Background: an optimization exercise with open tools, aiming at a short achievable clock period and few clock cycles per item. Do not read the settings as production practice. In this exercise RTL edits were held to simulation tests only and were not proved equivalent to the original. Power and IR drop assume default switching activity.

## garnet
## clipped_sprite_blit_framebuffer
module clipped_sprite_blit_framebuffer (
  input  logic                                 clk_i,
  input  logic                                 rst_ni,
  input  logic                                 cfg_we_i,
  input  logic [csbf_pkg::CFG_INDEX_W-1:0]     cfg_index_i,
  input  logic [csbf_pkg::CFG_DATA_W-1:0]      cfg_data_i,
  input  logic                                 s_axis_tvalid,
  output logic                                 s_axis_tready,
  input  logic [csbf_pkg::IN_TDATA_W-1:0]      s_axis_tdata,
  input  logic [csbf_pkg::IN_TUSER_W-1:0]      s_axis_tuser,
  output logic                                 m_axis_tvalid,
  input  logic                                 m_axis_tready,
  output logic [csbf_pkg::OUT_TDATA_W-1:0]     m_axis_tdata,
  output logic [csbf_pkg::OUT_TUSER_W-1:0]     m_axis_tuser
);
Size in the first run: about 11000 flip-flops, roughly 450000 um^2 of cells after synthesis.
==> flow/config.mk <==
export PLATFORM = sky130hd
export DESIGN_NAME = clipped_sprite_blit_framebuffer
export DESIGN_NICKNAME = clipped_sprite_blit_framebuffer
export VERILOG_FILES = /design/flow/design.v
export SDC_FILE = /design/flow/constraint.sdc
export NUM_CORES = 4
export LEC_CHECK = 0
export ABC_CLOCK_PERIOD_IN_PS = 3500
export CAP_MARGIN = 20
export CELL_PAD_IN_SITES_DETAIL_PLACEMENT = 1
export CELL_PAD_IN_SITES_GLOBAL_PLACEMENT = 2
export CORE_MARGIN = 2
export CORE_UTILIZATION = 40
export PLACE_DENSITY = 0.55
export SETUP_SLACK_MARGIN = 5
export SLEW_MARGIN = 20
export SYNTH_MEMORY_MAX_BITS = 16384
==> flow/constraint.sdc <==
create_clock -name core_clock -period 10.0 [get_ports {clk_i}]
set_input_delay 2.0000 -clock core_clock [delete_from_list [all_inputs] [get_ports {clk_i}]]
set_output_delay 2.0000 -clock core_clock [all_outputs]
set_load 0.01 [all_outputs]
run.sh (not shown) runs the stock make flow with config.mk's settings and CLKGATE_MAP_FILE= SYNTH_SCRIPT=/design/flow/synth_recipe.tcl, a recipe that flattens the netlist after the stock synthesis.
garnet ran to completion and came out clean on the timing, design-rule and antenna checks.
Testbench counts of garnet, summed over its fixed seeds: cycles 4,144, items 4,096.
Edits applied to the flow inputs when going from garnet to delta:
# garnet
export LEC_CHECK = 0
export ABC_CLOCK_PERIOD_IN_PS = 3500
export CAP_MARGIN = 20
export CELL_PAD_IN_SITES_DETAIL_PLACEMENT = 1
export CELL_PAD_IN_SITES_GLOBAL_PLACEMENT = 2
export CORE_MARGIN = 2
export CORE_UTILIZATION = 40
export PLACE_DENSITY = 0.55
export SETUP_SLACK_MARGIN = 5
export SLEW_MARGIN = 20
export SYNTH_MEMORY_MAX_BITS = 16384
create_clock -name core_clock -period 10.0 [get_ports {clk_i}]
# delta
export LEC_CHECK = 0
export ABC_CLOCK_PERIOD_IN_PS = 3500
export CAP_MARGIN = 20
export CELL_PAD_IN_SITES_DETAIL_PLACEMENT = 1
export CELL_PAD_IN_SITES_GLOBAL_PLACEMENT = 2
export CORE_MARGIN = 2
export CORE_UTILIZATION = 40
export PLACE_DENSITY = 0.55
export SLEW_MARGIN = 20
export SYNTH_MEMORY_MAX_BITS = 16384
create_clock -name core_clock -period 10.0 [get_ports {clk_i}]
==> flow/flow/run.sh (new file) <==
#!/bin/bash
set -euo pipefail
MARGIN=6.2
bash standard.sh synth > standard_synth.log 2>&1
bash standard.sh floorplan place > standard_place.log 2>&1
PLACE_ODB=orfs/results/sky130hd/clipped_sprite_blit_framebuffer/base/3_place.odb \
  openroad -exit -no_init flow/io_near.tcl > io_near.log 2>&1
bash standard.sh SETUP_SLACK_MARGIN=$MARGIN cts > standard_cts.log 2>&1
bash standard.sh SETUP_SLACK_MARGIN=$MARGIN finish > standard_finish.log 2>&1
test -f out/final.def
==> flow/flow/io_near.tcl (new file) <==
# Move each output port's buffer next to its pin and the register that drives
# that buffer next to the buffer, then legalize. Reads and writes the placed
# database named by PLACE_ODB.
read_db $::env(PLACE_ODB)
set block [ord::get_db_block]
set core [$block getCoreArea]
set cx0 [$core xMin]; set cy0 [$core yMin]; set cx1 [$core xMax]; set cy1 [$core yMax]
proc clampv {v lo hi} { expr {$v < $lo ? $lo : ($v > $hi ? $hi : $v)} }
set moved 0
foreach bt [$block getBTerms] {
  if {[$bt getIoType] != "OUTPUT"} continue
  set net [$bt getNet]
  set bb [$bt getBBox]
  set px [expr {([$bb xMin] + [$bb xMax]) / 2}]
  set py [expr {([$bb yMin] + [$bb yMax]) / 2}]
  set its [$net getITerms]
  if {[llength $its] != 1} continue
  set buf [[lindex $its 0] getInst]
  set a [$buf findITerm A]
  if {$a == "NULL"} continue
  set inet [$a getNet]
  set drv ""
  foreach it [$inet getITerms] { if {[$it isOutputSignal]} { set drv [$it getInst] } }
  if {$drv == ""} continue
  if {![[$drv getMaster] isSequential]} continue
  # a point just inside the core, facing the pin
  set tx [clampv $px [expr {$cx0 + 3000}] [expr {$cx1 - 12000}]]
  set ty [clampv $py [expr {$cy0 + 3000}] [expr {$cy1 - 6000}]]
  # step inward from the pin's edge for the register
  set dx 0; set dy 0
  if {$px <= $cx0} { set dx 8000 } elseif {$px >= $cx1} { set dx -8000 } elseif {$py <= $cy0} { set dy 6000 } else { set dy -6000 }
  $buf setLocation $tx $ty
  $buf setPlacementStatus PLACED
  $drv setLocation [expr {$tx + $dx}] [expr {$ty + $dy}]
  $drv setPlacementStatus PLACED
  incr moved
}
puts "io_near: moved $moved output buffers and their registers"
detailed_placement
check_placement -verbose
write_db $::env(PLACE_ODB)
==> flow/standard.sh (new file) <==
#!/bin/bash
# synth_recipe.tcl (not shown) runs the flow's synth.tcl, then flattens the netlist and writes it again
# the make line also repeats each setting of config.mk as NAME=value (left out here)
make -C /OpenROAD-flow-scripts/flow DESIGN_CONFIG=/design/flow/config.mk WORK_HOME=/design/flow/orfs CLKGATE_MAP_FILE= SYNTH_SCRIPT=/design/flow/synth_recipe.tcl "${@:-finish}"
removed: flow/run.sh
Results
Maximum frequency (delta vs. garnet) increases by more than a quarter
garnet → delta: fraction of layout instances using a drive strength above 1 increased by 0.99 points relative to the old numbers, worst setup slack climbed 1060 ps, first-pass GRT wire length went down, power after layout higher.

==> static timing again, ports no longer ideal <==
In the flow no input, the clock included, has a driving cell. The finished layouts below were timed again as built, in two steps.
Step 1, drivers: a clkbuf_16 drives clk_i and a buf_2 each remaining input, both assumed.
Step 2 adds t to the input delays and takes it off the output delays; t is the mean of the earliest and latest rising clock arrival at the registers after step 1. Input paths then give back, and output paths get back, about the clock's delay inside the block.
Three values: ideal, step 1, step 2; two values: the first two.
run | t, ns | setup slack, ns | slew at the worst register clock pin (ns) | worst slew at a driven data input, ns
garnet | 1.382 | 5.056 / 5.056 / 4.660 | 0.07 / 0.07 | 0.12
delta | 1.399 | 6.119 / 5.984 / 5.026 | 0.08 / 0.08 | 0.11
After both steps setup and hold are still met in every run listed. For delta, which loses most, drivers alone change the setup slack by -0.135 ns; drivers and shift together by -1.093 ns.
